This design comes from an exercise in tuning for small area, a short achievable clock period and few clock cycles on the open sky130 flow, not from production work. At most, simulation tests tie the RTL to the original design; equivalence was not proved. For runs 1, 2 and 4, only the layout was checked, not whether the RTL still works. Power and IR drop assume default switching activity.

==> flow/design.v <==
package cdq_pkg;
  localparam int unsigned DATA_W    = 32;
  localparam int unsigned OP_W      = 2;
  localparam int unsigned DEPTH_DEF = 16;
  typedef enum logic [OP_W-1:0] {
    OP_PUSH_REAR  = 2'd0,
    OP_PUSH_FRONT = 2'd1,
    OP_POP_FRONT  = 2'd2,
    OP_POP_REAR   = 2'd3
  } op_e;
endpackage
module circular_deque #(
  parameter int unsigned DEPTH = cdq_pkg::DEPTH_DEF
) (
  input  logic                              clk_i,
  input  logic                              rst_ni,
  input  logic                              req_valid_i,
  output logic                              req_ready_o,
  input  logic [cdq_pkg::OP_W-1:0]          req_operation_i,
  input  logic signed [cdq_pkg::DATA_W-1:0] req_push_value_i,
  output logic                              rsp_valid_o,
  input  logic                              rsp_ready_i,
  output logic                              rsp_status_o,
  output logic signed [cdq_pkg::DATA_W-1:0] rsp_popped_value_o,
  output logic                              rsp_is_full_o,
  output logic                              rsp_is_empty_o
);
  localparam int unsigned DW = cdq_pkg::DATA_W;
  localparam int unsigned N  = 16;
  logic [DW-1:0] ring_mem [N];
  logic [3:0] h_q, t_q;
  logic       full_q, empty_q;
  logic [3:0] occ;   
  logic       busy_q;   
  logic         p_v_q, p_st_q;
  logic [N-1:0] p_sel_q;
  logic          o_v_q, o_st_q, o_full_q, o_empty_q;
  logic [DW-1:0] o_val_q;
  logic [N-1:0] dec_h, dec_t, wr_en, rd_sel;
  logic op_pr, op_pf, op_qf, op_qr, accept, ok;
  logic [DW-1:0] p_val;
  logic o_free, p_to_o, p_v_d, o_v_d, ready;
  always_comb begin
    for (int i = 0; i < N; i++) begin
      dec_h[i] = (h_q == 4'(i));
      dec_t[i] = (t_q == 4'(i));
    end
  end
  assign occ    = t_q - h_q;
  assign op_pr  = (req_operation_i == cdq_pkg::OP_PUSH_REAR);
  assign op_pf  = (req_operation_i == cdq_pkg::OP_PUSH_FRONT);
  assign op_qf  = (req_operation_i == cdq_pkg::OP_POP_FRONT);
  assign op_qr  = (req_operation_i == cdq_pkg::OP_POP_REAR);
  assign accept = req_valid_i && ready;
  assign ok     = req_operation_i[1] ? !empty_q : !full_q;
  always_comb begin
    for (int i = 0; i < N; i++) begin
      wr_en[i]  = accept && !full_q &&
                  ((op_pr && dec_t[i]) || (op_pf && dec_h[(i + 1) % N]));
      rd_sel[i] = !empty_q &&
                  ((op_qf && dec_h[i]) || (op_qr && dec_t[(i + 1) % N]));
    end
  end
  always_ff @(posedge clk_i) begin
    for (int i = 0; i < N; i++) begin
      if (wr_en[i]) ring_mem[i] <= req_push_value_i;
    end
  end
  always_ff @(posedge clk_i or negedge rst_ni) begin
    if (!rst_ni) begin
      h_q     <= '0;
      t_q     <= '0;
      full_q  <= 1'b0;
      empty_q <= 1'b1;
    end else if (accept && ok) begin
      if (!req_operation_i[1]) begin
        full_q  <= (occ == 4'd15);
        empty_q <= 1'b0;
      end else begin
        full_q  <= 1'b0;
        empty_q <= (occ == 4'd1);
      end
      case (req_operation_i)
        cdq_pkg::OP_PUSH_REAR:  t_q <= t_q + 4'd1;
        cdq_pkg::OP_PUSH_FRONT: h_q <= h_q - 4'd1;
        cdq_pkg::OP_POP_FRONT:  h_q <= h_q + 4'd1;
        default:                t_q <= t_q - 4'd1;
      endcase
    end
  end
  always_ff @(posedge clk_i) begin
    if (accept) begin
      p_sel_q   <= rd_sel;
      p_st_q    <= !ok;
    end
  end
  always_comb begin
    p_val = '0;
    for (int i = 0; i < N; i++) p_val = p_val | ({DW{p_sel_q[i]}} & ring_mem[i]);
  end
  assign o_free = !o_v_q || rsp_ready_i;
  assign p_to_o = p_v_q && o_free;
  assign ready  = !busy_q || rsp_ready_i;
  assign p_v_d  = accept || (p_v_q && !o_free);
  assign o_v_d  = p_to_o || (o_v_q && !rsp_ready_i);
  always_ff @(posedge clk_i or negedge rst_ni) begin
    if (!rst_ni) begin
      p_v_q   <= 1'b0;
      o_v_q   <= 1'b0;
      busy_q  <= 1'b0;
    end else begin
      p_v_q   <= p_v_d;
      o_v_q   <= o_v_d;
      busy_q  <= p_v_d && o_v_d;
    end
  end
  always_ff @(posedge clk_i) begin
    if (p_to_o) begin
      o_st_q    <= p_st_q;
      o_val_q   <= p_val;
      o_full_q  <= full_q;
      o_empty_q <= empty_q;
    end
  end
  assign req_ready_o        = ready;
  assign rsp_valid_o        = o_v_q;
  assign rsp_status_o       = o_st_q;
  assign rsp_popped_value_o = o_val_q;
  assign rsp_is_full_o      = o_full_q;
  assign rsp_is_empty_o     = o_empty_q;
endmodule
==> flow/flow/run.sh <==
#!/bin/bash
# The standard layout (standard.sh), with one logic-preserving netlist
# rewrite between synthesis and floorplan (flow/eco.tcl) and the port
# buffers inserted as buf_4 cells. Each tool's output goes to its own log.
set -euo pipefail
export BUFFER_PORTS_ARGS="-buffer_cell sky130_fd_sc_hd__buf_4"
bash standard.sh synth > synth.log 2>&1
export RES=$PWD/orfs/results/$FLOW_PLATFORM/circular_deque/base
openroad -no_init -exit flow/eco.tcl > eco.log 2>&1
bash standard.sh > layout.log 2>&1
==> flow/flow/eco.tcl <==
# Logic-preserving rewrite of the synthesized netlist: req_ready_o is
# !busy_q | rsp_ready_i. Synthesis maps it as nand2b(A_N=rsp_ready_i,
# B=busy_q), or as and2b with the same inputs followed by an inverter; both
# put rsp_ready_i through the slow inverted input of the b-cell. Drive the port instead from
# nand2(!rsp_ready_i, busy_q), with the inverter on rsp_ready_i its own cell,
# and leave the original gates driving the internal loads.
read_db $::env(RES)/1_synth.odb
set db [ord::get_db]
set block [[$db getChip] getBlock]
proc out_iterm {net} {
  foreach it [$net getITerms] { if {[$it isOutputSignal]} { return $it } }
  return ""
}
set port_net [$block findNet req_ready_o]
set rsp_net  [$block findNet rsp_ready_i]
set busy_net [$block findNet busy_q]
set ok 0
proc net_of {inst pin} {
  set it [$inst findITerm $pin]
  if {$it eq "NULL" || [$it getNet] eq "NULL"} { return "" }
  return [[$it getNet] getName]
}
proc is_rsp_and_not_busy {g} {
  # and2b / nand2b with A_N = rsp_ready_i and B = busy_q
  return [expr {[net_of $g A_N] eq "rsp_ready_i" && [net_of $g B] eq "busy_q"}]
}
if {$port_net ne "NULL" && $rsp_net ne "NULL" && $busy_net ne "NULL"} {
  set drv [out_iterm $port_net]
  if {$drv ne ""} {
    set g [$drv getInst]
    set gm [[$g getMaster] getName]
    puts "ECO: req_ready_o driven by [$g getName] $gm"
    if {[string match "*__nand2b_*" $gm] && [is_rsp_and_not_busy $g]} {
      set ok 1
    } elseif {[string match "*__inv_*" $gm] || [string match "*__clkinv_*" $gm]} {
      set d1 [out_iterm [[$g findITerm A] getNet]]
      if {$d1 ne ""} {
        set g1 [$d1 getInst]
        puts "ECO: inverter input driven by [$g1 getName] [[$g1 getMaster] getName]"
        if {[string match "*__and2b_*" [[$g1 getMaster] getName]] && [is_rsp_and_not_busy $g1]} {
          set ok 1
        }
      }
    }
  }
}
if {$ok} {
  set int_net [odb::dbNet_create $block req_ready_int]
  foreach it [$port_net getITerms] {
    $it disconnect
    $it connect $int_net
  }
  set rsp_n [odb::dbNet_create $block rsp_ready_n]
  set inv2 [odb::dbInst_create $block [$db findMaster sky130_fd_sc_hd__inv_2] eco_rsp_ready_n]
  [$inv2 findITerm A] connect $rsp_net
  [$inv2 findITerm Y] connect $rsp_n
  set new [odb::dbInst_create $block [$db findMaster sky130_fd_sc_hd__nand2_2] eco_req_ready]
  [$new findITerm A] connect $rsp_n
  [$new findITerm B] connect $busy_net
  [$new findITerm Y] connect $port_net
  puts "ECO: applied"
} else {
  puts "ECO: pattern not found, netlist left unchanged"
}
write_db $::env(RES)/1_synth.odb
==> flow/standard.sh <==
#!/bin/bash
# synth_recipe.tcl (not shown) runs the flow's synth.tcl, then flattens the netlist and writes it again
# the make line also repeats each setting of config.mk as NAME=value (left out here)
make -C /OpenROAD-flow-scripts/flow DESIGN_CONFIG=/design/flow/config.mk WORK_HOME=/design/flow/orfs CLKGATE_MAP_FILE= SYNTH_SCRIPT=/design/flow/synth_recipe.tcl "${@:-finish}"
==> flow/config.mk <==
export PLATFORM = sky130hd
export DESIGN_NAME = circular_deque
export DESIGN_NICKNAME = circular_deque
export VERILOG_FILES = /design/flow/design.v
export SDC_FILE = /design/flow/constraint.sdc
export NUM_CORES = 4
export LEC_CHECK = 0
export ABC_AREA = 1
export CAP_MARGIN = 20
export CORE_MARGIN = 2
export CORE_UTILIZATION = 60
export CTS_BUF_LIST = sky130_fd_sc_hd__clkbuf_16
export CTS_CLUSTER_DIAMETER = 60
export CTS_CLUSTER_SIZE = 30
export SETUP_SLACK_MARGIN = 2.4
export SLEW_MARGIN = 20
==> flow/constraint.sdc <==
create_clock -name core_clock -period 4.5 [get_ports {clk_i}]
set_input_delay 0.9000 -clock core_clock [delete_from_list [all_inputs] [get_ports {clk_i}]]
set_output_delay 0.9000 -clock core_clock [all_outputs]
set_load 0.01 [all_outputs]
==> flow_summary_export.csv, run 1 <==
group,metric,value,unit
outcome,outcome,"timing/DRC/antenna clean",
setup_path,startpoint_type,"input pin",
setup_path,crit_slowest_cell,"buf_6",
synth,ys_types,28,
synth,synth_cells,1630,
floorplan,num_rows,70,
setup_path,path_depth,4,
sta,grt_setup_unrepaired,"yes",
cells_and_area,antenna-diode-count,0,
setup_path,reg2regPathDepth,5,
synth,synth.area.top_cells,"edfxtp_1, nand2_1, nand4_1, nand3_1, dfrtp_1",
synth,synth_top_family_by_area,"simple AND/OR/NAND/NOR gates",
detailed_routing,drt_iter0_drc,1503,
floorplan,start_util,0.605,
worst_hold_path,hold_path.class,"input pin to asynchronous set/reset pin",
cells_and_area,final_nets,1783,
clock_network,clockRootBuffer,"clkbuf_16",
synth,ys_seq_elements,577,
flow_run,cap_violations,0,
synth,synth_adder_area_share,0.0100,
detailed_routing,wire_per_inst,23.9,um
synth,synth_edf_count,564,
place,dp_hpwl,27900,um
setup_path,cp-end-kind,"primary output",
power_and_ir_drop,pwr_density_cell,469,nW/um2
power_and_ir_drop,p_leak,8.53,nW
place,pre_cts_ws,1.41,ns
synth,seq_area_frac_synth,0.785,
synth,synth_xor_area_frac,0.00279,
synth,synth_area,22000,um2
sta,fmax,472,MHz
clock_network,cts_made_buffers,38,
global_routing,globalRouteTotalUtil,0.283,
setup_path,cp_max_fo,2,
floorplan,ios,75,
synth,postSynthAreaPerCell,13.5,um2
detailed_routing,drtPass1Iterations,7,
clock_network,htree_levels,2,
synth,synth_ff_type,"edfxtp_1",
synth,yosysWarnings,2,
power_and_ir_drop,irDropWorstVdd,510,uV
setup_path,critical_path_class,"input pin to primary output",
synth,synthSimpleGateAreaFrac,0.174,
sta,layout_min_cycle_time,2.12,ns
clock_network,cts.reportedPaths.clkPinSlew,0.08,ns
synth,netlist.area_leader.share,0.770,
cells_and_area,multiInputGateArea,4850,um2
sta,slew_headroom,0.298,
sta,setup_viol_count_final,0,
place,routabilityCongestion,0.840,
floorplan,dieArea,38200,um2
setup_path,path_delay_family,"buffers and inverters",
global_routing,grt_pass1_vias,12560,
cells_and_area,layout-drive-gt1-share,0.151,
setup_path,crit_buf_inv,3,
sta,worst_slack,2.38,ns
clock_network,postCtsHoldBufs,0,
setup_path,r2r_start,"h_q[0]",
synth,yosys-top-cells-count,"nand2_1, edfxtp_1, nand4_1",
clock_network,cts_tree,"yes",
place,numPortBuffers,74,
global_routing,grt_pass1_wl,78300,um
floorplan,core,36300,um2
synth,yosys.area.top_type,"edfxtp_1",
global_routing,grt_max_degree,33,
power_and_ir_drop,power,11.9,mW
setup_path,cp.arrival,1.22,ns
detailed_routing,wirelength,53200,um
cells_and_area,seqCellArea,17300,um2
floorplan,die_w,195,um
global_routing,antenna_found_initial,0,
synth,synth.area.mux_share,0,
detailed_routing,vias,13074,
synth,synth_most_common_cell,"nand2_1",
synth,async_flop_share,0.0225,
sta,worstMarginPinSlew,1.05,ns
sta,hold_viol_final,0,
detailed_routing,drc,0,
setup_path,worstPathCellList,"buf_12 > inv_12 > nand2_8 > buf_6",
floorplan,fp.dieH,195,um
sta,fin_crit_sh,0.471,
cells_and_area,fillers,2505,
detailed_routing,route.antenna.remaining_nets,0,
cells_and_area,syn2layout_area_growth,15.5,%
setup_path,cp_slowest_stage_delay,0.12,ns
sta,worst_clock_skew,0.0270,ns
global_routing,overflow,0,
detailed_routing,via_per_inst,5.87,
clock_network,cts_max_path_buffers,3,
setup_path,startpoint,"rsp_ready_i",
sta,slew_viol_final,0,
setup_path,required,3.60,ns
synth,synth_compound_area_frac,0.00819,
synth,syn-num-nets,1685,
sta,fin_setup_tns,0,ns
clock_network,clkLatencyLatePin,0.59,ns
clock_network,clkSinkCount,577,
path summary, 6_finish.rpt:
kind                            slack (ns)        endpoint
min in group core_clock               0.43          o_st_q
worst max register to register        2.45  ring_mem[1][0]
worst max-delay path                  2.38     req_ready_o
worst min-delay path                  0.15          t_q[0]
max in group asynchronous             4.12         empty_q
worst min register to register        0.43          o_st_q
registers in the layout, indices dropped and copies added, names as in the netlist:
| register | flops |
|---|---|
| p_v_q | 1 |
| o_v_q | 1 |
| p_sel_q | 16 |
| o_full_q | 1 |
| ring_mem | 512 |
| t_q | 4 |
| p_st_q | 1 |
| empty_q | 1 |
| full_q | 1 |
| o_empty_q | 1 |
| h_q | 4 |
| o_val_q | 32 |
| busy_q | 1 |
| o_st_q | 1 |
cell families (layout without fill, tap and decap cells):
| logic type | count (synthesis) | count (layout) |
|---|---|---|
| compound gates | 36 | 37 |
| xor+xnor | 7 | 7 |
| fa+ha+maj | 17 | 17 |
| flops | 577 | 577 |
| buf+inv | 99 | 226 |
| simple gates | 894 | 894 |
repair_timing:
item | in CTS | in global routing
cloned | 1 | 0
pin swaps | 8 | 2
endpoints found under the setup margin | 503 | 228
setup buffers | 16 | 2
gates resized for setup | 33 | 12
layout by cell type, fill, tap and decap left out, types with 4 or more instances in the layout:
master,n
buf_4,101
nand3_4,20
clkbuf_16,38
buf_6,5
ha_1,6
xor2_1,6
inv_6,9
clkinv_8,6
inv_2,4
inv_12,4
a21oi_1,17
a21oi_4,17
ha_2,7
nor2_4,8
dfrtp_1,10
buf_12,17
edfxtp_1,564
nand4_1,130
nand2_1,605
nand3_1,48
inv_1,22
nor2_1,74
report_power, final:
part / leakage, nW / switching [mW] / internal (mW) / total [mW]
Clock: 0.652 / 1.97 / 1.80 / 3.77
Sequential: 5.19 / 0.175 / 6.18 / 6.35
Combinational: 2.69 / 1.27 / 0.525 / 1.80
Total: 8.53 / 3.42 / 8.50 / 11.9
cell type report:
class	instances	share of cell area
clock inverters	32	0.0154
flip-flops and latches	577	0.680
repair buffers	126	0.0472
inverters	30	0.00616
multi-input cells	955	0.191
well taps	468	0.0231
clock buffers	38	0.0374
worst reg2reg max path, stage by stage, from the launching register on:
cell,delay (ns)
dfrtp_1,0.48
inv_1,0.17
ha_2,0.40
nand3_4,0.12
a21oi_4,0.22
buf_6,0.33
per-layer routing:
metal / wire [um] / GRT usage / share of wire
met2: 25800 / 0.458 / 0.48
met4: 1400 / 0.0998 / 0.026
met1: 22500 / 0.403 / 0.42
met5: 0 / 0 / 0
met3: 3510 / 0.0370 / 0.066
metrics by stage:
stage / instance area (um2) / cells / utilization / hold slack, ns
after floorplan: 22600 / 1630 / - / 0.400
after global placement: 23700 / 2137 / 0.651 / 0.406
after detailed placement: 23700 / 2137 / 0.651 / 0.418
after CTS: 25300 / 2224 / 0.697 / 0.132
after global routing: 25400 / 2226 / 0.699 / 0.150
final: 25400 / 2226 / 0.699 / 0.149
==> run 2, diff against run 1 <==
--- a/flow/design.v
+++ b/flow/design.v
@@ -34,9 +34,10 @@
   logic       busy_q;   
   logic         p_v_q, p_st_q;
-  logic [N-1:0] p_sel_q;
+  logic         p_pop_q;    
+  logic [3:0]   p_addr_q;   
   logic          o_v_q, o_st_q, o_full_q, o_empty_q;
   logic [DW-1:0] o_val_q;
-  logic [N-1:0] dec_h, dec_t, wr_en, rd_sel;
-  logic op_pr, op_pf, op_qf, op_qr, accept, ok;
+  logic [N-1:0] dec_h, dec_t, wr_en, p_sel;
+  logic op_pr, op_pf, accept, ok;
   logic [DW-1:0] p_val;
   logic o_free, p_to_o, p_v_d, o_v_d, ready;
@@ -50,6 +51,4 @@
   assign op_pr  = (req_operation_i == cdq_pkg::OP_PUSH_REAR);
   assign op_pf  = (req_operation_i == cdq_pkg::OP_PUSH_FRONT);
-  assign op_qf  = (req_operation_i == cdq_pkg::OP_POP_FRONT);
-  assign op_qr  = (req_operation_i == cdq_pkg::OP_POP_REAR);
   assign accept = req_valid_i && ready;
   assign ok     = req_operation_i[1] ? !empty_q : !full_q;
@@ -58,6 +57,5 @@
       wr_en[i]  = accept && !full_q &&
                   ((op_pr && dec_t[i]) || (op_pf && dec_h[(i + 1) % N]));
-      rd_sel[i] = !empty_q &&
-                  ((op_qf && dec_h[i]) || (op_qr && dec_t[(i + 1) % N]));
+      p_sel[i]  = p_pop_q && (p_addr_q == 4'(i));
     end
   end
@@ -91,5 +89,6 @@
   always_ff @(posedge clk_i) begin
     if (accept) begin
-      p_sel_q   <= rd_sel;
+      p_pop_q   <= req_operation_i[1] && !empty_q;
+      p_addr_q  <= req_operation_i[0] ? t_q - 4'd1 : h_q;
       p_st_q    <= !ok;
     end
@@ -97,5 +96,5 @@
   always_comb begin
     p_val = '0;
-    for (int i = 0; i < N; i++) p_val = p_val | ({DW{p_sel_q[i]}} & ring_mem[i]);
+    for (int i = 0; i < N; i++) p_val = p_val | ({DW{p_sel[i]}} & ring_mem[i]);
   end
   assign o_free = !o_v_q || rsp_ready_i;
--- a/flow/config.mk
+++ b/flow/config.mk
@@ -6,5 +6,4 @@
 export NUM_CORES = 4
 export LEC_CHECK = 0
-export ABC_AREA = 1
 export CAP_MARGIN = 20
 export CORE_MARGIN = 2
==> run 2 against run 1 <==
  * Setup slack got worse by 0.062 ns
  * Highest routed layer unchanged
  * Via count decreased by 7.7%
  * Die area decreased by 0.30%
  * Total power is 6.1% higher
  * Sequential cell count is 11 lower
  * Non-clock buffer count grew 47
  * Combinational power rose by 42%
  * Sequential share of layout area fell by 3.0 points
  * Critical path type is now register to register
==> flow_summary_export.csv, run 2 <==
group,metric,value,unit
setup_path,worstPathCellList,"buf_4 > buf_4 > nand4_1 > buf_6 > nor2_1 > nor4_4 > nand3_1",
setup_path,r2r_start,"p_addr_q[3]",
setup_path,reg2reg_to,"o_val_q[4]",
cells_and_area,antenna-diode-count,0,
setup_path,crit_slowest_cell,"edfxtp_1",
setup_path,cp_slowest_stage_delay,0.46,ns
flow_run,cap_violations,0,
synth,syn-num-nets,1328,
setup_path,path_delay_family,"simple AND/OR/NAND/NOR gates",
clock_network,cts_max_path_buffers,3,
clock_network,cts_tree,"yes",
detailed_routing,wire_per_inst,28.4,um
global_routing,overflow,0,
sta,slew_headroom,0.602,
sta,layout_min_cycle_time,2.18,ns
detailed_routing,via_per_inst,6.30,
cells_and_area,layout_commonest_cell,"edfxtp_1",
sta,grt_setup_unrepaired,"yes",
sta,hold_viol_final,0,
sta,fin_crit_sh,0.485,
sta,fin_setup_tns,0,ns
detailed_routing,vias,12069,
clock_network,htree_levels,2,
global_routing,grt_pass1_wl,79300,um
synth,yosysWarnings,2,
detailed_routing,drc,0,
setup_path,cp-end-kind,"register",
setup_path,rrSetupSlack,2.32,ns
floorplan,core,36300,um2
cells_and_area,final_nets,1478,
clock_network,cts.reportedPaths.clkPinSlew,0.08,ns
floorplan,die_w,195,um
power_and_ir_drop,p_leak,9.15,nW
cells_and_area,syn2layout_area_growth,18.8,%
setup_path,required,4.78,ns
clock_network,cts_made_buffers,37,
detailed_routing,wirelength,54300,um
detailed_routing,drtPass1Iterations,5,
floorplan,num_rows,70,
detailed_routing,drt_iter0_drc,1182,
clock_network,clkLatencyLatePin,0.57,ns
worst_hold_path,hold_path.class,"input pin to asynchronous set/reset pin",
power_and_ir_drop,power,12.6,mW
clock_network,clockRootBuffer,"clkbuf_16",
global_routing,antenna_found_initial,0,
setup_path,crit_buf_inv,3,
sta,slew_viol_final,0,
cells_and_area,largest-register,"ring_mem",
setup_path,startpoint_type,"register",
floorplan,fp.dieH,195,um
power_and_ir_drop,irDropWorstVdd,386,uV
floorplan,ios,75,
power_and_ir_drop,pwr_density_cell,485,nW/um2
sta,fmax,459,MHz
clock_network,postCtsHoldBufs,0,
cells_and_area,layout_common_cells,"edfxtp_1, mux2i_1, buf_4",
global_routing,grt_max_degree,48,
setup_path,cp.arrival,2.46,ns
cells_and_area,largest_register_ffs,512,
synth,synth_cells,1273,
global_routing,grt_pass1_vias,12064,
floorplan,dieArea,38100,um2
setup_path,reg2regPathDepth,7,
place,dp_hpwl,29300,um
global_routing,globalRouteTotalUtil,0.290,
outcome,outcome,"timing/DRC/antenna clean",
synth,synth_area,21900,um2
cells_and_area,reg_top3,"ring_mem x512, o_val_q x32",
synth,postSynthAreaPerCell,17.2,um2
place,numPortBuffers,74,
sta,worstMarginPinSlew,0.596,ns
detailed_routing,route.antenna.remaining_nets,0,
setup_path,critical_path_class,"register to register",
clock_network,clkSinkCount,566,
place,routabilityCongestion,0.780,
setup_path,cp_max_fo,15,
floorplan,start_util,0.605,
setup_path,critPathMostFrequentCell,"buf_4",
sta,worst_clock_skew,0.0225,ns
sta,setup_viol_count_final,0,
cells_and_area,layout-drive-gt1-share,0.247,
[run 2: cell types whose count changed in the layout (fill, tap and decap cells not counted), moves of 19 or more]
| cell | delta |
|---|---|
| nand3_4 | -19 |
| buf_4 | +21 |
| nand2_1 | -594 |
| a21oi_1 | +41 |
| nand4_1 | -117 |
| nor2_1 | +27 |
| a22o_1 | +35 |
| o22ai_1 | +34 |
| a22o_4 | +21 |
| mux2i_1 | +161 |
[run 2: area by class of cell]
cell class / count / area, um2
Tap cell: 468 / 586
Timing Repair Buffer: 173 / 1840
Sequential cell: 566 / 16900
Fill cell: 2289 / 10200
Multi-Input combinational cell: 633 / 5340
Inverter: 12 / 78.8
Clock inverter: 27 / 357
Clock buffer: 37 / 926
[run 2: power breakdown]
| group | internal, mW | switching (mW) | leakage, nW | total [mW] |
|---|---|---|---|---|
| logic | 1.08 | 1.48 | 3.37 | 2.55 |
| registers | 6.19 | 0.226 | 5.16 | 6.41 |
| clock network | 1.83 | 1.85 | 0.615 | 3.68 |
[run 2: routing by layer]
metal,track usage,up-vias,wire length (um)
met4,0.0865,0,1340
li1,-,5308,-
met1,0.404,6150,22300
met2,0.481,525,26800
met5,0,-,0
met3,0.0442,86,3900
[run 2: worst register-to-register path, cell delays in order (launching register included)]
cell and delay (ns):
edfxtp_1 0.46, buf_4 0.22, buf_4 0.17, nand4_1 0.16
buf_6 0.23, nor2_1 0.14, nor4_4 0.36, nand3_1 0.17
[run 2: per-stage QoR]
step | std cells | utilization | hold slack (ns) | area [um2] | setup slack, ns
global placement | 1786 | 0.646 | 0.427 | 23400 | 1.34
CTS | 1909 | 0.710 | 0.158 | 25700 | 2.35
global route | 1916 | 0.719 | 0.169 | 26100 | 2.28
floorplan | 1273 | - | 0.400 | 22300 | 1.94
detailed placement | 1786 | 0.646 | 0.428 | 23400 | 1.31
finish | 1916 | 0.719 | 0.181 | 26100 | 2.32
[run 2: worst max path at each step]
stage	startpoint	to	slack, ns	depth (start not counted)
2_1_floorplan	rsp_ready_i	ring_mem[0][0]	1.94	7
3_3_place_gp	rsp_ready_i	ring_mem[5][10]	1.34	7
3_5_place_dp	rsp_ready_i	ring_mem[5][10]	1.31	7
4_1_cts	p_addr_q[1]	o_val_q[11]	2.35	7
5_1_grt	p_addr_q[1]	o_val_q[14]	2.28	7
6_report	p_addr_q[3]	o_val_q[4]	2.32	7
[run 2: repair_timing]
item,in CTS,in global routing
buffers inserted,52,6
cloned,7,1
setup endpoints to repair,536,347
gates resized for setup,77,54
pin swaps,32,33
==> run 3, diff against run 2 <==
--- a/flow/design.v
+++ b/flow/design.v
@@ -30,14 +30,13 @@
   logic [DW-1:0] ring_mem [N];
   logic [3:0] h_q, t_q;
+  logic [4:0] cnt_q;
   logic       full_q, empty_q;
-  logic [3:0] occ;   
   logic       busy_q;   
-  logic         p_v_q, p_st_q;
-  logic         p_pop_q;    
-  logic [3:0]   p_addr_q;   
+  logic         p_v_q, p_st_q, p_full_q, p_empty_q;
+  logic [N-1:0] p_sel_q;
   logic          o_v_q, o_st_q, o_full_q, o_empty_q;
   logic [DW-1:0] o_val_q;
-  logic [N-1:0] dec_h, dec_t, wr_en, p_sel;
-  logic op_pr, op_pf, accept, ok;
+  logic [N-1:0] dec_h, dec_t, wr_en, rd_sel;
+  logic op_pr, op_pf, op_qf, op_qr, accept, ok;
   logic [DW-1:0] p_val;
   logic o_free, p_to_o, p_v_d, o_v_d, ready;
@@ -48,7 +47,8 @@
     end
   end
-  assign occ    = t_q - h_q;
   assign op_pr  = (req_operation_i == cdq_pkg::OP_PUSH_REAR);
   assign op_pf  = (req_operation_i == cdq_pkg::OP_PUSH_FRONT);
+  assign op_qf  = (req_operation_i == cdq_pkg::OP_POP_FRONT);
+  assign op_qr  = (req_operation_i == cdq_pkg::OP_POP_REAR);
   assign accept = req_valid_i && ready;
   assign ok     = req_operation_i[1] ? !empty_q : !full_q;
@@ -57,5 +57,6 @@
       wr_en[i]  = accept && !full_q &&
                   ((op_pr && dec_t[i]) || (op_pf && dec_h[(i + 1) % N]));
-      p_sel[i]  = p_pop_q && (p_addr_q == 4'(i));
+      rd_sel[i] = !empty_q &&
+                  ((op_qf && dec_h[i]) || (op_qr && dec_t[(i + 1) % N]));
     end
   end
@@ -69,13 +70,16 @@
       h_q     <= '0;
       t_q     <= '0;
+      cnt_q   <= '0;
       full_q  <= 1'b0;
       empty_q <= 1'b1;
     end else if (accept && ok) begin
       if (!req_operation_i[1]) begin
-        full_q  <= (occ == 4'd15);
+        cnt_q   <= cnt_q + 5'd1;
+        full_q  <= (cnt_q == 5'd15);
         empty_q <= 1'b0;
       end else begin
+        cnt_q   <= cnt_q - 5'd1;
         full_q  <= 1'b0;
-        empty_q <= (occ == 4'd1);
+        empty_q <= (cnt_q == 5'd1);
       end
       case (req_operation_i)
@@ -89,12 +93,13 @@
   always_ff @(posedge clk_i) begin
     if (accept) begin
-      p_pop_q   <= req_operation_i[1] && !empty_q;
-      p_addr_q  <= req_operation_i[0] ? t_q - 4'd1 : h_q;
+      p_sel_q   <= rd_sel;
       p_st_q    <= !ok;
+      p_full_q  <= !req_operation_i[1] && (full_q || cnt_q == 5'd15);
+      p_empty_q <= req_operation_i[1] && (empty_q || cnt_q == 5'd1);
     end
   end
   always_comb begin
     p_val = '0;
-    for (int i = 0; i < N; i++) p_val = p_val | ({DW{p_sel[i]}} & ring_mem[i]);
+    for (int i = 0; i < N; i++) p_val = p_val | ({DW{p_sel_q[i]}} & ring_mem[i]);
   end
   assign o_free = !o_v_q || rsp_ready_i;
@@ -118,6 +123,6 @@
       o_st_q    <= p_st_q;
       o_val_q   <= p_val;
-      o_full_q  <= full_q;
-      o_empty_q <= empty_q;
+      o_full_q  <= p_full_q;
+      o_empty_q <= p_empty_q;
     end
   end
--- a/flow/config.mk
+++ b/flow/config.mk
@@ -8,5 +8,5 @@
 export CAP_MARGIN = 20
 export CORE_MARGIN = 2
-export CORE_UTILIZATION = 60
+export CORE_UTILIZATION = 68
 export CTS_BUF_LIST = sky130_fd_sc_hd__clkbuf_16
 export CTS_CLUSTER_DIAMETER = 60
==> run 3 against run 2 <==
  * Critical path depth fell by 3
  * Setup slack gained 0.084 ns
  * Worst hold slack better by 0.021 ns
  * First-iteration DRC count up 24%
  * Die area decreased by 14%
  * Core utilization is 7.2 points higher
  * Final area decreased by 6.5%
  * Global-route usage up 1.8 points
  * Largest power group unchanged
  * Still clean on timing, DRC and antenna
==> flow_summary_export.csv, run 3 <==
group,metric,value,unit
global_routing,grtUsageMet3,0.0491,
setup_path,path_delay_family,"buffers and inverters",
detailed_routing,drc,0,
detailed_routing,drt_iter0_drc,1468,
setup_path,path_depth,4,
sta,hold_viol_final,0,
global_routing,grt_use_met2,0.508,
cells_and_area,seqCellArea,17400,um2
setup_path,worstPathCellList,"buf_8 > inv_2 > nand2_2 > buf_6",
flow_run,cap_violations,0,
setup_path,rrSetupSlack,2.45,ns
cells_and_area,largest-register,"ring_mem",
floorplan,ios,75,
sta,setup_viol_count_final,0,
cells_and_area,stdcell_count,1643,
global_routing,grt_pass1_vias,11610,
floorplan,dieArea,32900,um2
place,dp_hpwl,26600,um
setup_path,r2r_start,"h_q[0]",
clock_network,cts_made_buffers,34,
synth,postSynthAreaPerCell,19.1,um2
place,dpl.cell_count,1561,
sta,fmax,477,MHz
sta,grt_setup_unrepaired,"yes",
sta,hold_ws,0.202,ns
floorplan,die_w,182,um
sta,layout_min_cycle_time,2.10,ns
setup_path,cp_slowest_stage_delay,0.11,ns
setup_path,cp.arrival,1.20,ns
clock_network,clkLatencyLatePin,0.55,ns
cells_and_area,layout_commonest_cell,"edfxtp_1",
global_routing,antenna_found_initial,0,
global_routing,globalRouteTotalUtil,0.308,
cells_and_area,fin_util,0.790,
setup_path,crit_buf_inv,3,
clock_network,cts_tree,"yes",
cells_and_area,final_cell_area,24400,um2
place,placed_area,22800,um2
synth,syn-num-nets,1177,
cells_and_area,final_nets,1276,
floorplan,start_util,0.695,
setup_path,startpoint_type,"input pin",
setup_path,cp-end-kind,"primary output",
power_and_ir_drop,power,11.6,mW
outcome,outcome,"timing/DRC/antenna clean",
cells_and_area,syn2layout_area_growth,13.7,%
clock_network,cts_max_path_buffers,3,
global_routing,grt_util_met1,0.439,
power_and_ir_drop,irDropWorstVdd,397,uV
global_routing,overflow,0,
power_and_ir_drop,p_int,8.61,mW
place,routabilityCongestion,0.814,
sta,worstMarginPinSlew,0.684,ns
sta,slew_viol_final,0,
detailed_routing,route.antenna.remaining_nets,0,
cells_and_area,layout_common_cells,"edfxtp_1, a22o_1, a221oi_1",
clock_network,htree_levels,2,
floorplan,num_rows,64,
setup_path,crit_slowest_cell,"buf_6",
cells_and_area,multiInputGateArea,3910,um2
clock_network,clkSinkCount,584,
detailed_routing,via_per_inst,7.14,
synth,synth_area,21400,um2
detailed_routing,drtPass1Iterations,7,
setup_path,reg2regPathDepth,5,
power_and_ir_drop,power.switching,3.04,mW
floorplan,core,30800,um2
sta,fin_setup_tns,0,ns
detailed_routing,wire_per_inst,30.5,um
worst_hold_path,hold_path.class,"input pin to asynchronous set/reset pin",
setup_path,required,3.60,ns
global_routing,busiest_layer,"met2",
sta,worst_clock_skew,0.0217,ns
power_and_ir_drop,pwr-share-seq,0.552,
floorplan,fp.dieH,182,um
global_routing,grt_pass1_wl,74000,um
clock_network,cts.reportedPaths.clkPinSlew,0.09,ns
detailed_routing,wirelength,50000,um
cells_and_area,layout-drive-gt1-share,0.187,
setup_path,critical_path_class,"input pin to primary output",
cells_and_area,largest_register_ffs,512,
synth,synth_cells,1122,
place,numPortBuffers,74,
clock_network,postCtsHoldBufs,0,
cells_and_area,fillers,1591,
detailed_routing,vias,11735,
synth,yosysWarnings,2,
sta,slew_headroom,0.544,
sta,fin_crit_sh,0.466,
power_and_ir_drop,pwr_density_cell,478,nW/um2
power_and_ir_drop,p_leak,7.81,nW
setup_path,cp_max_fo,4,
clock_network,clockRootBuffer,"clkbuf_16",
global_routing,grt_max_degree,36,
power_and_ir_drop,swShare,0.261,
place,pre_cts_ws,1.22,ns
cells_and_area,antenna-diode-count,0,
cells_and_area,reg_top3,"ring_mem x512, o_val_q x32, p_sel_q x16",
sta,worst_slack,2.40,ns
power_and_ir_drop,pwr-share-comb,0.127,
power_and_ir_drop,clkPwrFrac,0.321,
setup_path,reg2reg_to,"ring_mem[7][26]",
[run 3: what timing repair did]
item,4_1_cts,5_1_grt
pin swaps,6,5
cloned,1,0
setup endpoints to repair,472,409
setup buffers,12,7
resized for setup,12,14
[run 3: how the worst max path moves through the flow]
stage	start	slack, ns	end
floorplan	rsp_ready_i	1.54	ring_mem[4][0]
global placement	req_operation_i[1]	1.27	ring_mem[9][20]
detailed placement	req_operation_i[1]	1.22	ring_mem[9][0]
CTS	h_q[2]	2.16	ring_mem[15][26]
global route	h_q[0]	2.35	ring_mem[7][26]
finish	rsp_ready_i	2.40	req_ready_o
[run 3: power groups by stage]
| stage | logic, mW | registers, mW | clock network, mW |
|---|---|---|---|
| after CTS | 1.45 | 6.42 | 3.76 |
| after global placement | 1.38 | 6.53 | 0 |
| after floorplan | 0.875 | 6.52 | 0 |
| final | 1.48 | 6.43 | 3.74 |
| after detailed placement | 1.41 | 6.55 | 0 |
| after global routing | 1.59 | 6.45 | 3.94 |
[run 3: per-layer routing]
metal  vias up  wire length, um
met5         -                0
met4         0             1080
met3        90             4240
met2       594            24700
met1      6083            20000
li1       4968                -
[run 3: cell type report]
class,count,area share
Clock buffer,37,0.0380
Clock inverter,25,0.0158
Inverter,12,0.00267
Multi-Input combinational cell,461,0.160
Sequential cell,584,0.716
Tap cell,396,0.0203
Timing Repair Buffer,128,0.0468
Testbench counts of run 3, summed over its fixed seeds: cycles 16,016.
==> run 4, diff against run 3 <==
--- a/flow/design.v
+++ b/flow/design.v
@@ -92,5 +92,5 @@
   end
   always_ff @(posedge clk_i) begin
-    if (accept) begin
+    if (ready) begin
       p_sel_q   <= rd_sel;
       p_st_q    <= !ok;
@@ -120,5 +120,5 @@
   end
   always_ff @(posedge clk_i) begin
-    if (p_to_o) begin
+    if (o_free) begin
       o_st_q    <= p_st_q;
       o_val_q   <= p_val;
--- a/flow/config.mk
+++ b/flow/config.mk
@@ -8,5 +8,5 @@
 export CAP_MARGIN = 20
 export CORE_MARGIN = 2
-export CORE_UTILIZATION = 68
+export CORE_UTILIZATION = 50
 export CTS_BUF_LIST = sky130_fd_sc_hd__clkbuf_16
 export CTS_CLUSTER_DIAMETER = 60
==> run 4 against run 3 <==
  * Combinational power grew about 50%
  * Critical path depth unchanged
  * Non-clock buffer count decreased by 5
  * Worst hold slack worse by 0.010 ns
  * Via count fell by 2.7%
  * Die area up 35%
  * Clock power decreased by 2%
  * Final area is 0.59% higher
  * Clock-buffer cell count unchanged
  * Critical path type unchanged
  * Largest power group unchanged
==> flow_summary_export.csv, run 4 <==
group,metric,value,unit
global_routing,grt_max_degree,33,
detailed_routing,vias,11418,
detailed_routing,drt_iter0_drc,1218,
sta,worstMarginPinSlew,0.606,ns
cells_and_area,antenna-diode-count,0,
sta,fin_setup_tns,0,ns
clock_network,cts.reportedPaths.clkPinSlew,0.09,ns
cells_and_area,stdcell_count,1778,
cells_and_area,largest-register,"ring_mem",
power_and_ir_drop,power.switching,3.51,mW
worst_hold_path,hold_path.class,"input pin to asynchronous set/reset pin",
cells_and_area,reg_top3,"ring_mem x512, o_val_q x32, p_sel_q x16",
synth,synth_cells,1120,
cells_and_area,layout-drive-gt1-share,0.182,
sta,grt_setup_unrepaired,"yes",
detailed_routing,wire_per_inst,28.8,um
synth,synth_area,21400,um2
clock_network,clkSinkCount,584,
detailed_routing,route.antenna.remaining_nets,0,
cells_and_area,final_nets,1268,
detailed_routing,drc,0,
place,routabilityCongestion,0.791,
place,dp_hpwl,26900,um
detailed_routing,drtPass1Iterations,5,
power_and_ir_drop,pwr-share-comb,0.178,
global_routing,grt_pass1_wl,74300,um
setup_path,cp-end-kind,"primary output",
power_and_ir_drop,pwr-share-seq,0.529,
outcome,outcome,"timing/DRC/antenna clean",
detailed_routing,via_per_inst,6.42,
place,dpl.cell_count,1704,
sta,slew_headroom,0.596,
floorplan,dieArea,44500,um2
sta,layout_min_cycle_time,2.08,ns
setup_path,required,3.60,ns
power_and_ir_drop,p_leak,7.83,nW
setup_path,cp_slowest_stage_delay,0.11,ns
setup_path,crit_slowest_cell,"buf_6",
synth,syn-num-nets,1175,
clock_network,postCtsHoldBufs,0,
power_and_ir_drop,p_int,8.95,mW
floorplan,core,42100,um2
power_and_ir_drop,swShare,0.282,
power_and_ir_drop,pwr_density_cell,508,nW/um2
power_and_ir_drop,clkPwrFrac,0.293,
cells_and_area,fillers,3073,
cells_and_area,layout_common_cells,"edfxtp_1, a22o_1, a221oi_1",
global_routing,overflow,0,
global_routing,grt_pass1_vias,11089,
clock_network,cts_tree,"yes",
sta,worst_clock_skew,0.0269,ns
synth,postSynthAreaPerCell,19.1,um2
floorplan,ios,75,
cells_and_area,largest_register_ffs,512,
synth,yosysWarnings,2,
global_routing,globalRouteTotalUtil,0.232,
place,numPortBuffers,74,
clock_network,clkLatencyLatePin,0.58,ns
detailed_routing,wirelength,51300,um
setup_path,startpoint_type,"input pin",
cells_and_area,syn2layout_area_growth,14.4,%
clock_network,clockRootBuffer,"clkbuf_16",
sta,slew_viol_final,0,
clock_network,cts_max_path_buffers,3,
floorplan,num_rows,75,
floorplan,fp.dieH,211,um
sta,fmax,480,MHz
setup_path,worstPathCellList,"buf_8 > clkinv_4 > nand2_2 > buf_6",
setup_path,critical_path_class,"input pin to primary output",
cells_and_area,layout_commonest_cell,"edfxtp_1",
flow_run,cap_violations,0,
sta,hold_viol_final,0,
floorplan,die_w,211,um
sta,fin_crit_sh,0.463,
global_routing,antenna_found_initial,0,
floorplan,start_util,0.508,
setup_path,cp_max_fo,3,
clock_network,cts_made_buffers,34,
power_and_ir_drop,irDropWorstVdd,525,uV
setup_path,cp.arrival,1.18,ns
sta,setup_viol_count_final,0,
clock_network,htree_levels,2,
-- run 4: critical path: cells and delay by family --
family                 cells  cell delay, ns
buffers and inverters      3            0.24
and+or+nand+nor            1            0.04
-- run 4: cell type report --
type / instances / area, um2 / share of cell area
Timing Repair Buffer: 123 / 1160 / 0.0475
Inverter: 13 / 78.8 / 0.00322
Clock buffer: 37 / 926 / 0.0378
Clock inverter: 25 / 340 / 0.0139
Multi-Input combinational cell: 457 / 3880 / 0.158
Sequential cell: 584 / 17400 / 0.712
Tap cell: 539 / 674 / 0.0275
-- run 4: final timing paths --
check	to	startpoint	cells after the start	slack (ns)
max reg2reg	ring_mem[11][25]	busy_q	6	2.44
max in group asynchronous	empty_q	rst_ni	1	4.04
min reg2reg	o_st_q	p_st_q	0	0.45
max	req_ready_o	rsp_ready_i	4	2.42
min in group core_clock	o_st_q	p_st_q	0	0.45
min	h_q[1]	rst_ni	1	0.19
-- run 4: per-stage QoR --
step / util / area [um2] / setup slack (ns) / total power [mW] / hold slack, ns
5_1_grt: 0.582 / 24500 / 2.39 / 12.9 / 0.192
3_3_place_gp: 0.544 / 22900 / 1.16 / 8.85 / 0.434
4_1_cts: 0.579 / 24400 / 2.40 / 12.5 / 0.170
3_5_place_dp: 0.544 / 22900 / 1.11 / 8.87 / 0.418
6_report: 0.582 / 24500 / 2.42 / 12.5 / 0.192
2_1_floorplan: - / 21700 / 1.45 / 7.95 / 0.400
-- run 4: repair_timing --
action | in CTS | in global routing
pin swaps | 5 | 3
gates cloned | 0 | 1
setup endpoints to repair | 516 | 376
gates resized for setup | 28 | 25
setup buffers | 10 | 1
-- run 4: power groups by stage --
stage	sequential, mW	clock [mW]	combinational (mW)
6_report	6.59	3.65	2.22
5_1_grt	6.63	3.89	2.38
4_1_cts	6.59	3.72	2.21
3_5_place_dp	6.72	0	2.14
3_3_place_gp	6.71	0	2.13
2_1_floorplan	6.73	0	1.21
-- run 4: metal layers --
| metal | global-route usage | wire [um] |
|---|---|---|
| met5 | 0 | 0 |
| met2 | 0.366 | 24100 |
| met1 | 0.346 | 22700 |
| met4 | 0.0568 | 1100 |
| met3 | 0.0312 | 3400 |
==> run 5, diff against run 4 <==
--- a/flow/design.v
+++ b/flow/design.v
@@ -92,5 +92,5 @@
   end
   always_ff @(posedge clk_i) begin
-    if (ready) begin
+    if (accept) begin
       p_sel_q   <= rd_sel;
       p_st_q    <= !ok;
@@ -120,5 +120,5 @@
   end
   always_ff @(posedge clk_i) begin
-    if (o_free) begin
+    if (p_to_o) begin
       o_st_q    <= p_st_q;
       o_val_q   <= p_val;
==> run 5 against run 4 <==
  * Still clean on timing, DRC and antenna
  * Global-route usage is 0.30 points higher
  * Final cell count is 0.34% higher
  * Core utilization is 0.16 points lower
  * Synthesized area hardly changed
  * First-iteration DRC count is 3.4% higher
  * Clock power hardly changed
  * Maximum frequency is 0.52% lower
  * Sequential power is 2% lower
  * Critical path depth stayed put
  * Combinational power is 33% lower
  * Sequential share of layout area is 0.19 points higher
  * Critical path type unchanged
==> flow_summary_export.csv, run 5 <==
group,metric,value,unit
floorplan,dieArea,44500,um2
global_routing,antenna_found_initial,0,
cells_and_area,reg_top3,"ring_mem x512, o_val_q x32, p_sel_q x16",
setup_path,cp_max_fo,4,
place,numPortBuffers,74,
cells_and_area,fin_util,0.580,
sta,fin_crit_sh,0.466,
power_and_ir_drop,pwr-share-seq,0.555,
flow_run,cap_violations,0,
power_and_ir_drop,pwr-share-comb,0.128,
setup_path,critical_path_class,"input pin to primary output",
synth,yosysWarnings,2,
sta,hold_viol_final,0,
setup_path,cp.arrival,1.20,ns
detailed_routing,wirelength,51800,um
synth,syn-num-nets,1177,
cells_and_area,layout_commonest_cell,"edfxtp_1",
floorplan,ios,75,
power_and_ir_drop,p_leak,7.76,nW
clock_network,clkSinkCount,584,
detailed_routing,drc,0,
place,dp_hpwl,27200,um
synth,synth_cells,1122,
detailed_routing,drtPass1Iterations,5,
detailed_routing,route.antenna.remaining_nets,0,
global_routing,globalRouteTotalUtil,0.235,
cells_and_area,syn2layout_area_growth,14.1,%
clock_network,cts_tree,"yes",
power_and_ir_drop,clkPwrFrac,0.317,
synth,postSynthAreaPerCell,19.1,um2
floorplan,num_rows,75,
cells_and_area,fillers,3104,
cells_and_area,final_nets,1273,
power_and_ir_drop,irDropWorstVdd,408,uV
sta,fin_setup_tns,0,ns
power_and_ir_drop,p_int,8.52,mW
sta,layout_min_cycle_time,2.10,ns
clock_network,cts_max_path_buffers,3,
cells_and_area,seqCellArea,17400,um2
power_and_ir_drop,swShare,0.265,
place,routabilityCongestion,0.824,
global_routing,grt_pass1_wl,75200,um
setup_path,required,3.60,ns
clock_network,cts_made_buffers,35,
sta,grt_setup_unrepaired,"yes",
power_and_ir_drop,pwr_density_cell,474,nW/um2
worst_hold_path,hold_path.class,"input pin to asynchronous set/reset pin",
synth,synth_area,21400,um2
cells_and_area,layout_common_cells,"edfxtp_1, a22o_1, a221oi_1",
detailed_routing,vias,11552,
cells_and_area,multiInputGateArea,3890,um2
floorplan,core,42100,um2
detailed_routing,drt_iter0_drc,1259,
detailed_routing,via_per_inst,6.48,
cells_and_area,largest-register,"ring_mem",
cells_and_area,largest_register_ffs,512,
floorplan,start_util,0.509,
floorplan,fp.dieH,211,um
floorplan,die_w,211,um
global_routing,overflow,0,
setup_path,startpoint_type,"input pin",
clock_network,cts.reportedPaths.clkPinSlew,0.09,ns
sta,fmax,477,MHz
clock_network,clockRootBuffer,"clkbuf_16",
cells_and_area,layout-drive-gt1-share,0.186,
detailed_routing,wire_per_inst,29.0,um
clock_network,htree_levels,2,
sta,worstMarginPinSlew,0.605,ns
sta,slew_headroom,0.597,
cells_and_area,antenna-diode-count,0,
clock_network,clkLatencyLatePin,0.58,ns
sta,setup_viol_count_final,0,
global_routing,grt_pass1_vias,11375,
power_and_ir_drop,power.switching,3.07,mW
sta,slew_viol_final,0,
outcome,outcome,"timing/DRC/antenna clean",
sta,worst_clock_skew,0.0319,ns
setup_path,cp-end-kind,"primary output",
global_routing,grt_max_degree,33,
run 5: final timing paths:
check	startpoint	slack, ns	depth (start not counted)	end
setup / recovery	rsp_ready_i	2.40	4	req_ready_o
hold / removal	rst_ni	0.17	1	o_v_q
setup reg to reg	busy_q	2.50	6	ring_mem[14][1]
hold reg to reg	p_st_q	0.43	0	o_st_q
max in group asynchronous	rst_ni	4.03	1	empty_q
min in group core_clock	p_st_q	0.43	0	o_st_q
run 5: cell type report:
class	count	area share
inverter	12	0.00266
sequential	584	0.714
tap	539	0.0276
clock inverter	28	0.0155
timing repair buffer	125	0.0444
multi-input combinational	460	0.159
clock buffer	36	0.0369
run 5: per-stage QoR:
step                      instances  hold WS (ns)  setup slack [ns]  power, mW  cell area, um2
after global placement         1704         0.418              1.44       7.96           22900
after CTS                      1781         0.159              2.40       11.6           24400
after global routing           1784         0.175              2.38       12.0           24400
after floorplan                1122         0.400              1.54       7.39           21700
final                          1784         0.174              2.40       11.6           24400
after detailed placement       1704         0.410              1.40       7.97           22900
run 5: critical path: stages:
cell and delay [ns]:
buf_8 0.10, inv_2 0.04, nand2_2 0.04, buf_6 0.11
run 5: repair_timing:
action | CTS | global route
hold buffers | 0 | 0
pin swaps | 4 | 2
resized for setup | 26 | 13
buffers inserted | 13 | 3
endpoints found under the setup margin | 490 | 415
run 5: metal layers:
layer / GRT usage / share of wire / vias to the layer above
met5: 0 / 0 / -
met4: 0.0612 / 0.021 / 0
met3: 0.0348 / 0.071 / 71
met2: 0.381 / 0.48 / 509
met1: 0.337 / 0.42 / 6013
li1: - / - / 4959
run 5: power by group through the flow:
stage | registers, mW | clock network [mW] | logic [mW]
6_report | 6.43 | 3.68 | 1.48
4_1_cts | 6.42 | 3.75 | 1.47
5_1_grt | 6.46 | 3.93 | 1.60
2_1_floorplan | 6.52 | 0 | 0.875
3_5_place_dp | 6.56 | 0 | 1.41
3_3_place_gp | 6.55 | 0 | 1.41
Testbench counts of run 5, summed over its fixed seeds: cycles 16,016.
==> run 6, diff against run 5 <==
--- a/flow/config.mk
+++ b/flow/config.mk
@@ -11,5 +11,5 @@
 export CTS_BUF_LIST = sky130_fd_sc_hd__clkbuf_16
 export CTS_CLUSTER_DIAMETER = 60
-export CTS_CLUSTER_SIZE = 30
+export CTS_CLUSTER_SIZE = 36
 export SETUP_SLACK_MARGIN = 2.4
 export SLEW_MARGIN = 20
==> run 6 against run 5 <==
  * Die area is the same
  * Final area is the same
  * Critical path depth is the same
  * Wire length is the same
  * Non-clock buffer count is the same
  * Synthesized cell count is the same
  * Largest power group unchanged
  * Highest routed layer unchanged
==> flow_summary_export.csv, run 6 <==
group,metric,value,unit
setup_path,cp_slowest_stage_delay,0.11,ns
clock_network,clockRootBuffer,"clkbuf_16",
clock_network,cts_made_buffers,35,
setup_path,crit_slowest_cell,"buf_6",
setup_path,critical_path_class,"input pin to primary output",
floorplan,die_w,211,um
global_routing,overflow,0,
global_routing,grt_max_degree,33,
cells_and_area,layout_common_cells,"edfxtp_1, a22o_1, a221oi_1",
clock_network,cts.reportedPaths.clkPinSlew,0.09,ns
synth,synth_area,21400,um2
floorplan,core,42100,um2
sta,fin_crit_sh,0.466,
clock_network,cts_tree,"yes",
flow_run,cap_violations,0,
detailed_routing,vias,11552,
synth,syn-num-nets,1177,
detailed_routing,wire_per_inst,29.0,um
setup_path,reg2reg_to,"ring_mem[14][1]",
sta,fmax,477,MHz
cells_and_area,reg_top3,"ring_mem x512, o_val_q x32, p_sel_q x16",
sta,fin_setup_tns,0,ns
power_and_ir_drop,p_leak,7.76,nW
place,placed_area,22900,um2
detailed_routing,drtPass1Iterations,5,
synth,yosysWarnings,2,
setup_path,reg2regPathDepth,6,
place,dp_hpwl,27200,um
setup_path,cp-end-kind,"primary output",
floorplan,start_util,0.509,
setup_path,startpoint_type,"input pin",
power_and_ir_drop,irDropWorstVdd,408,uV
floorplan,ios,75,
clock_network,cts_max_path_buffers,3,
clock_network,clkLatencyLatePin,0.58,ns
setup_path,critPathCapture,"req_ready_o",
floorplan,dieArea,44500,um2
sta,worstMarginPinSlew,0.605,ns
worst_hold_path,hold_path.class,"input pin to asynchronous set/reset pin",
setup_path,startpoint,"rsp_ready_i",
setup_path,cp.arrival,1.20,ns
cells_and_area,layout-drive-gt1-share,0.186,
outcome,outcome,"timing/DRC/antenna clean",
clock_network,htree_levels,2,
cells_and_area,multiInputGateArea,3890,um2
sta,hold_viol_final,0,
setup_path,worstPathCellList,"buf_8 > inv_2 > nand2_2 > buf_6",
setup_path,rrSetupSlack,2.50,ns
place,numPortBuffers,74,
sta,worst_clock_skew,0.0319,ns
synth,postSynthAreaPerCell,19.1,um2
cells_and_area,largest_register_ffs,512,
setup_path,cp_max_fo,4,
setup_path,required,3.60,ns
sta,slew_viol_final,0,
detailed_routing,via_per_inst,6.48,
global_routing,grt_pass1_wl,75200,um
sta,slew_headroom,0.597,
cells_and_area,layout_commonest_cell,"edfxtp_1",
floorplan,num_rows,75,
detailed_routing,drc,0,
cells_and_area,largest-register,"ring_mem",
global_routing,globalRouteTotalUtil,0.235,
cells_and_area,final_nets,1273,
cells_and_area,final_cell_area,24400,um2
cells_and_area,fillers,3104,
sta,setup_viol_count_final,0,
clock_network,clkSinkCount,584,
place,routabilityCongestion,0.824,
cells_and_area,antenna-diode-count,0,
detailed_routing,wirelength,51800,um
detailed_routing,drt_iter0_drc,1259,
global_routing,antenna_found_initial,0,
cells_and_area,syn2layout_area_growth,14.1,%
global_routing,grt_pass1_vias,11375,
power_and_ir_drop,pwr_density_cell,474,nW/um2
detailed_routing,route.antenna.remaining_nets,0,
cells_and_area,seqCellArea,17400,um2
synth,synth_cells,1122,
setup_path,r2r_start,"busy_q",
floorplan,fp.dieH,211,um
sta,grt_setup_unrepaired,"yes",
sta,layout_min_cycle_time,2.10,ns
[run 6: worst max-delay path: cells and delay by family]
| family | cells | cell delay, ns |
|---|---|---|
| and+or+nand+nor | 1 | 0.04 |
| buffers and inverters | 3 | 0.25 |
[run 6: power by group]
group,internal [mW],switching [mW]
Clock,1.76,1.92
Sequential,6.27,0.160
Combinational,0.494,0.986
[run 6: layer usage]
metal | wire length, um | vias to the layer above | GRT usage
li1 | - | 4959 | -
met1 | 22000 | 6013 | 0.337
met2 | 25000 | 509 | 0.381
met3 | 3700 | 71 | 0.0348
met4 | 1100 | 0 | 0.0612
met5 | 0 | - | 0
[run 6: through the flow]
stage	hold slack [ns]	total power, mW	util	instances	worst slack [ns]
6_report	0.174	11.6	0.580	1784	2.40
2_1_floorplan	0.400	7.39	-	1122	1.54
5_1_grt	0.175	12.0	0.580	1784	2.38
3_5_place_dp	0.410	7.97	0.544	1704	1.40
3_3_place_gp	0.418	7.96	0.544	1704	1.44
4_1_cts	0.159	11.6	0.579	1781	2.40
[run 6: how the worst min path moves through the flow]
stage / startpoint / to / slack (ns) / depth (start not counted)
4_1_cts: rst_ni / o_v_q / 0.16 / 1
6_report: rst_ni / o_v_q / 0.17 / 1
2_1_floorplan: p_empty_q / o_empty_q / 0.40 / 0
5_1_grt: rst_ni / h_q[2] / 0.17 / 1
3_5_place_dp: p_st_q / o_st_q / 0.41 / 0
3_3_place_gp: p_st_q / o_st_q / 0.42 / 0
[run 6: area by class of cell]
cell class | count | share of cell area
Tap cell | 539 | 0.0276
Inverter | 12 | 0.00266
Multi-Input combinational cell | 460 | 0.159
Clock inverter | 28 | 0.0155
Sequential cell | 584 | 0.714
Timing Repair Buffer | 125 | 0.0444
Clock buffer | 36 | 0.0369
[run 6: what timing repair did]
item	in CTS	in global routing
hold buffers	0	0
buffers inserted	13	3
cloned	0	0
endpoints found under the setup margin	490	415
pin swaps	4	2
gates resized for setup	26	13
==> run 7, diff against run 6 <==
--- a/flow/config.mk
+++ b/flow/config.mk
@@ -10,6 +10,6 @@
 export CORE_UTILIZATION = 50
 export CTS_BUF_LIST = sky130_fd_sc_hd__clkbuf_16
-export CTS_CLUSTER_DIAMETER = 60
-export CTS_CLUSTER_SIZE = 36
+export CTS_CLUSTER_DIAMETER = 70
+export CTS_CLUSTER_SIZE = 30
 export SETUP_SLACK_MARGIN = 2.4
 export SLEW_MARGIN = 20
==> run 7 against run 6 <==
  * Worst hold slack better by 0.0022 ns
  * Sequential power about the same
  * Die area unchanged
  * Maximum frequency about the same
  * Total power down 1.5%
  * Combinational power about the same
  * Final cell count about the same
  * Core utilization down 0.10 points
  * Synthesized area unchanged
  * Clock skew down 0.0036 ns
  * First-iteration DRC count up 8.1%
  * Sequential cell count unchanged
  * Largest cell class unchanged
==> flow_summary_export.csv, run 7 <==
group,metric,value,unit
outcome,outcome,"timing/DRC/antenna clean",
place,numPortBuffers,74,
floorplan,num_rows,75,
cells_and_area,layout-drive-gt1-share,0.183,
setup_path,cp_max_fo,4,
cells_and_area,multiInputGateArea,3890,um2
detailed_routing,wire_per_inst,29.2,um
synth,synth_area,21400,um2
detailed_routing,vias,11613,
setup_path,cp-end-kind,"primary output",
sta,slew_headroom,0.591,
sta,fmax,477,MHz
clock_network,postCtsHoldBufs,0,
power_and_ir_drop,p_leak,7.75,nW
detailed_routing,drtPass1Iterations,5,
setup_path,cp.arrival,1.20,ns
cells_and_area,largest_register_ffs,512,
setup_path,rrSetupSlack,2.46,ns
cells_and_area,layout_common_cells,"edfxtp_1, a22o_1, a221oi_1",
cells_and_area,reg_top3,"ring_mem x512, o_val_q x32, p_sel_q x16",
global_routing,grt_pass1_wl,75800,um
cells_and_area,seqCellArea,17400,um2
detailed_routing,drt_iter0_drc,1361,
synth,syn-num-nets,1177,
power_and_ir_drop,pwr_density_cell,468,nW/um2
clock_network,clkLatencyLatePin,0.58,ns
floorplan,core,42100,um2
flow_run,cap_violations,0,
sta,worstMarginPinSlew,0.614,ns
synth,synth_cells,1122,
clock_network,cts.reportedPaths.clkPinSlew,0.10,ns
synth,postSynthAreaPerCell,19.1,um2
setup_path,worstPathCellList,"buf_8 > inv_2 > nand2_2 > buf_6",
cells_and_area,syn2layout_area_growth,13.9,%
clock_network,clockRootBuffer,"clkbuf_16",
detailed_routing,wirelength,52100,um
clock_network,cts_tree,"yes",
power_and_ir_drop,irDropWorstVdd,344,uV
sta,layout_min_cycle_time,2.10,ns
place,dp_hpwl,27200,um
global_routing,globalRouteTotalUtil,0.237,
global_routing,grt_pass1_vias,11479,
sta,grt_setup_unrepaired,"yes",
detailed_routing,via_per_inst,6.51,
floorplan,dieArea,44500,um2
floorplan,fp.dieH,211,um
clock_network,cts_max_path_buffers,3,
sta,hold_viol_final,0,
setup_path,required,3.60,ns
sta,fin_setup_tns,0,ns
sta,hold_ws,0.177,ns
global_routing,antenna_found_initial,0,
setup_path,critical_path_class,"input pin to primary output",
setup_path,crit_slowest_cell,"buf_6",
cells_and_area,fillers,3107,
setup_path,cp_slowest_stage_delay,0.11,ns
sta,fin_crit_sh,0.466,
floorplan,start_util,0.509,
global_routing,grt_max_degree,33,
worst_hold_path,hold_path.class,"input pin to asynchronous set/reset pin",
clock_network,cts_made_buffers,34,
floorplan,ios,75,
setup_path,startpoint_type,"input pin",
floorplan,die_w,211,um
place,routabilityCongestion,0.824,
cells_and_area,largest-register,"ring_mem",
synth,yosysWarnings,2,
sta,worst_clock_skew,0.0283,ns
sta,slew_viol_final,0,
cells_and_area,final_nets,1275,
clock_network,clkSinkCount,584,
sta,setup_viol_count_final,0,
global_routing,overflow,0,
detailed_routing,route.antenna.remaining_nets,0,
clock_network,htree_levels,2,
cells_and_area,layout_commonest_cell,"edfxtp_1",
detailed_routing,drc,0,
cells_and_area,antenna-diode-count,0,
==> run 7: where the power goes <==
group | switching, mW | internal (mW) | leakage, nW | total, mW
Clock | 1.89 | 1.61 | 0.582 | 3.50
Combinational | 0.994 | 0.499 | 1.90 | 1.49
Sequential | 0.159 | 6.27 | 5.27 | 6.43
Total | 3.04 | 8.37 | 7.75 | 11.4
==> run 7: worst max-delay path, delay by kind of cell <==
family	cells	cell delay [ns]
buf+inv	3	0.25
simple gates	1	0.04
==> run 7: per-layer routing <==
| layer | global-route usage | wire length, um | up-vias |
|---|---|---|---|
| met2 | 0.384 | 25100 | 456 |
| met3 | 0.0400 | 3470 | 68 |
| li1 | - | - | 4955 |
| met4 | 0.0559 | 985 | 0 |
| met5 | 0 | 0 | - |
| met1 | 0.340 | 22500 | 6134 |
==> run 7: cell type report <==
type | count | area share
Sequential cell | 584 | 0.715
Timing Repair Buffer | 128 | 0.0460
Clock inverter | 23 | 0.0111
Tap cell | 539 | 0.0276
Multi-Input combinational cell | 460 | 0.160
Clock buffer | 37 | 0.0379
Inverter | 12 | 0.00267
==> run 7: stage by stage <==
step / setup slack [ns] / area (um2) / power [mW] / std cells / utilization
2_1_floorplan: 1.54 / 21700 / 7.39 / 1122 / -
3_3_place_gp: 1.44 / 22900 / 7.96 / 1704 / 0.544
3_5_place_dp: 1.40 / 22900 / 7.97 / 1704 / 0.544
4_1_cts: 2.40 / 24300 / 11.5 / 1780 / 0.577
5_1_grt: 2.38 / 24400 / 11.8 / 1783 / 0.579
6_report: 2.40 / 24400 / 11.4 / 1783 / 0.579
==> run 7: timing repair <==
action,4_1_cts,5_1_grt
gates cloned,0,0
pin swaps,4,2
resized for setup,29,14
setup buffers,16,3
endpoints found under the setup margin,491,354
==> run 7: final timing paths <==
check                            start           to  depth (start not counted)
setup reg to reg           p_sel_q[12]  o_val_q[15]                          4
hold / removal                  rst_ni       t_q[1]                          1
min in group core_clock         p_st_q       o_st_q                          0
max in group asynchronous       rst_ni      empty_q                          1
hold reg to reg                 p_st_q       o_st_q                          0
setup / recovery           rsp_ready_i  req_ready_o                          4
==> run 8, diff against run 7 <==
--- a/flow/flow/eco.tcl
+++ b/flow/flow/eco.tcl
@@ -4,5 +4,5 @@
 # put rsp_ready_i through the slow inverted input of the b-cell. Drive the port instead from
 # nand2(!rsp_ready_i, busy_q), with the inverter on rsp_ready_i its own cell,
-# and leave the original gates driving the internal loads.
+# and drive the internal loads from a second such nand2.
 read_db $::env(RES)/1_synth.odb
 set db [ord::get_db]
@@ -59,4 +59,13 @@
   [$new findITerm B] connect $busy_net
   [$new findITerm Y] connect $port_net
+  # the internal loads get their own copy of the same gate; the original
+  # driver is removed
+  set old [[out_iterm $int_net] getInst]
+  [out_iterm $int_net] disconnect
+  odb::dbInst_destroy $old
+  set new2 [odb::dbInst_create $block [$db findMaster sky130_fd_sc_hd__nand2_2] eco_req_ready_int]
+  [$new2 findITerm A] connect $rsp_n
+  [$new2 findITerm B] connect $busy_net
+  [$new2 findITerm Y] connect $int_net
   puts "ECO: applied"
 } else {
--- a/flow/config.mk
+++ b/flow/config.mk
@@ -10,5 +10,5 @@
 export CORE_UTILIZATION = 50
 export CTS_BUF_LIST = sky130_fd_sc_hd__clkbuf_16
-export CTS_CLUSTER_DIAMETER = 70
+export CTS_CLUSTER_DIAMETER = 60
 export CTS_CLUSTER_SIZE = 30
 export SETUP_SLACK_MARGIN = 2.4
==> run 8 against run 7 <==
  * Via count is essentially flat
  * Sequential power is essentially flat
  * Synthesized cell count is the same
  * Critical endpoint unchanged
  * Global-route usage grew 0.65 points
  * Synthesized area is essentially flat
  * Still clean
  * Final area grew 0.64%
  * Core utilization grew 0.37 points
  * Largest power group unchanged
  * Wire length grew 2.8%
  * Total power grew 0.60%
  * Die area is essentially flat
==> flow_summary_export.csv, run 8 <==
group,metric,value,unit
setup_path,crit_buf_inv,3,
clock_network,clockRootBuffer,"clkbuf_16",
detailed_routing,drc,0,
synth,synth_area,21400,um2
detailed_routing,route.antenna.remaining_nets,0,
sta,fin_setup_tns,0,ns
sta,slew_headroom,0.293,
setup_path,cp.arrival,1.20,ns
place,routabilityCongestion,0.805,
flow_run,cap_violations,0,
sta,hold_viol_final,0,
global_routing,globalRouteTotalUtil,0.243,
cells_and_area,layout-drive-gt1-share,0.191,
sta,slew_viol_final,0,
power_and_ir_drop,pwr_density_cell,468,nW/um2
setup_path,reg2reg_to,"ring_mem[2][12]",
sta,worstMarginPinSlew,1.06,ns
floorplan,die_w,211,um
detailed_routing,wirelength,53500,um
setup_path,worstPathCellList,"buf_8 > inv_4 > nand2_2 > buf_6",
clock_network,cts_max_path_buffers,3,
global_routing,grt_max_degree,33,
clock_network,postCtsHoldBufs,0,
floorplan,dieArea,44500,um2
setup_path,rrSetupSlack,2.49,ns
floorplan,ios,75,
global_routing,grt_pass1_wl,77700,um
setup_path,required,3.60,ns
synth,synth_cells,1122,
synth,yosysWarnings,2,
cells_and_area,largest_register_ffs,512,
outcome,outcome,"timing/DRC/antenna clean",
setup_path,reg2regPathDepth,4,
sta,layout_min_cycle_time,2.10,ns
floorplan,num_rows,75,
cells_and_area,layout_commonest_cell,"edfxtp_1",
power_and_ir_drop,irDropWorstVdd,302,uV
synth,syn-num-nets,1177,
floorplan,start_util,0.509,
sta,worst_clock_skew,0.0311,ns
synth,postSynthAreaPerCell,19.1,um2
clock_network,cts_tree,"yes",
clock_network,cts.reportedPaths.clkPinSlew,0.08,ns
cells_and_area,layout_common_cells,"edfxtp_1, a22o_1, a221oi_1",
floorplan,fp.dieH,211,um
cells_and_area,final_nets,1284,
setup_path,cp_slowest_stage_delay,0.11,ns
detailed_routing,drt_iter0_drc,1438,
setup_path,startpoint_type,"input pin",
[run 8: routing by layer]
metal | vias up | global-route usage | share of wire | wire length, um
met1 | 6132 | 0.352 | 0.43 | 23100
met2 | 430 | 0.395 | 0.48 | 25900
met3 | 65 | 0.0354 | 0.063 | 3360
met5 | - | 0 | 0 | 0
li1 | 4983 | - | - | -
met4 | 0 | 0.0576 | 0.020 | 1070
[run 8: how the worst max path moves through the flow]
stage / end / slack (ns) / cells past startpoint / from
final: req_ready_o / 2.40 / 4 / rsp_ready_i
after global routing: req_ready_o / 2.37 / 2 / busy_q
after CTS: req_ready_o / 2.40 / 4 / rsp_ready_i
after detailed placement: ring_mem[8][3] / 1.36 / 7 / req_operation_i[1]
after global placement: ring_mem[0][10] / 1.26 / 6 / req_operation_i[1]
after floorplan: ring_mem[4][0] / 1.70 / 4 / req_valid_i
[run 8: repair_timing]
action / 4_1_cts / 5_1_grt
endpoints found under the setup margin: 440 / 215
gates cloned: 1 / 1
pin swaps: 12 / 3
buffers inserted: 20 / 4
resized for setup: 36 / 13
[run 8: final cells by class]
cell class / count / area (um2)
Fill cell: 3099 / 17600
Sequential cell: 584 / 17400
Multi-Input combinational cell: 462 / 3930
Timing Repair Buffer: 135 / 1240
Clock buffer: 37 / 926
Tap cell: 539 / 674
Clock inverter: 26 / 275
Inverter: 11 / 61.3
Antenna cell: 1 / 2.50
[run 8: stage by stage]
step | hold WS, ns | utilization | setup slack [ns] | cells | cell area (um2)
finish | 0.194 | 0.583 | 2.40 | 1795 | 24600
global route | 0.192 | 0.583 | 2.37 | 1795 | 24600
CTS | 0.184 | 0.580 | 2.40 | 1789 | 24400
detailed placement | 0.412 | 0.544 | 1.36 | 1705 | 22900
global placement | 0.413 | 0.543 | 1.26 | 1703 | 22900
floorplan | 0.400 | - | 1.70 | 1122 | 21700
[run 8: where the power goes]
group	internal (mW)	switching (mW)	total [mW]
sequential	6.27	0.168	6.44
clock	1.62	1.92	3.54
combinational	0.517	0.995	1.51

Setup slack of run 8, layout unchanged: 2.403 ns with ideal ports, 2.365 ns with driving cells assumed (clock clkbuf_16, inputs buf_2), 1.834 ns with port delays also shifted by the 0.622 ns mid clock arrival.
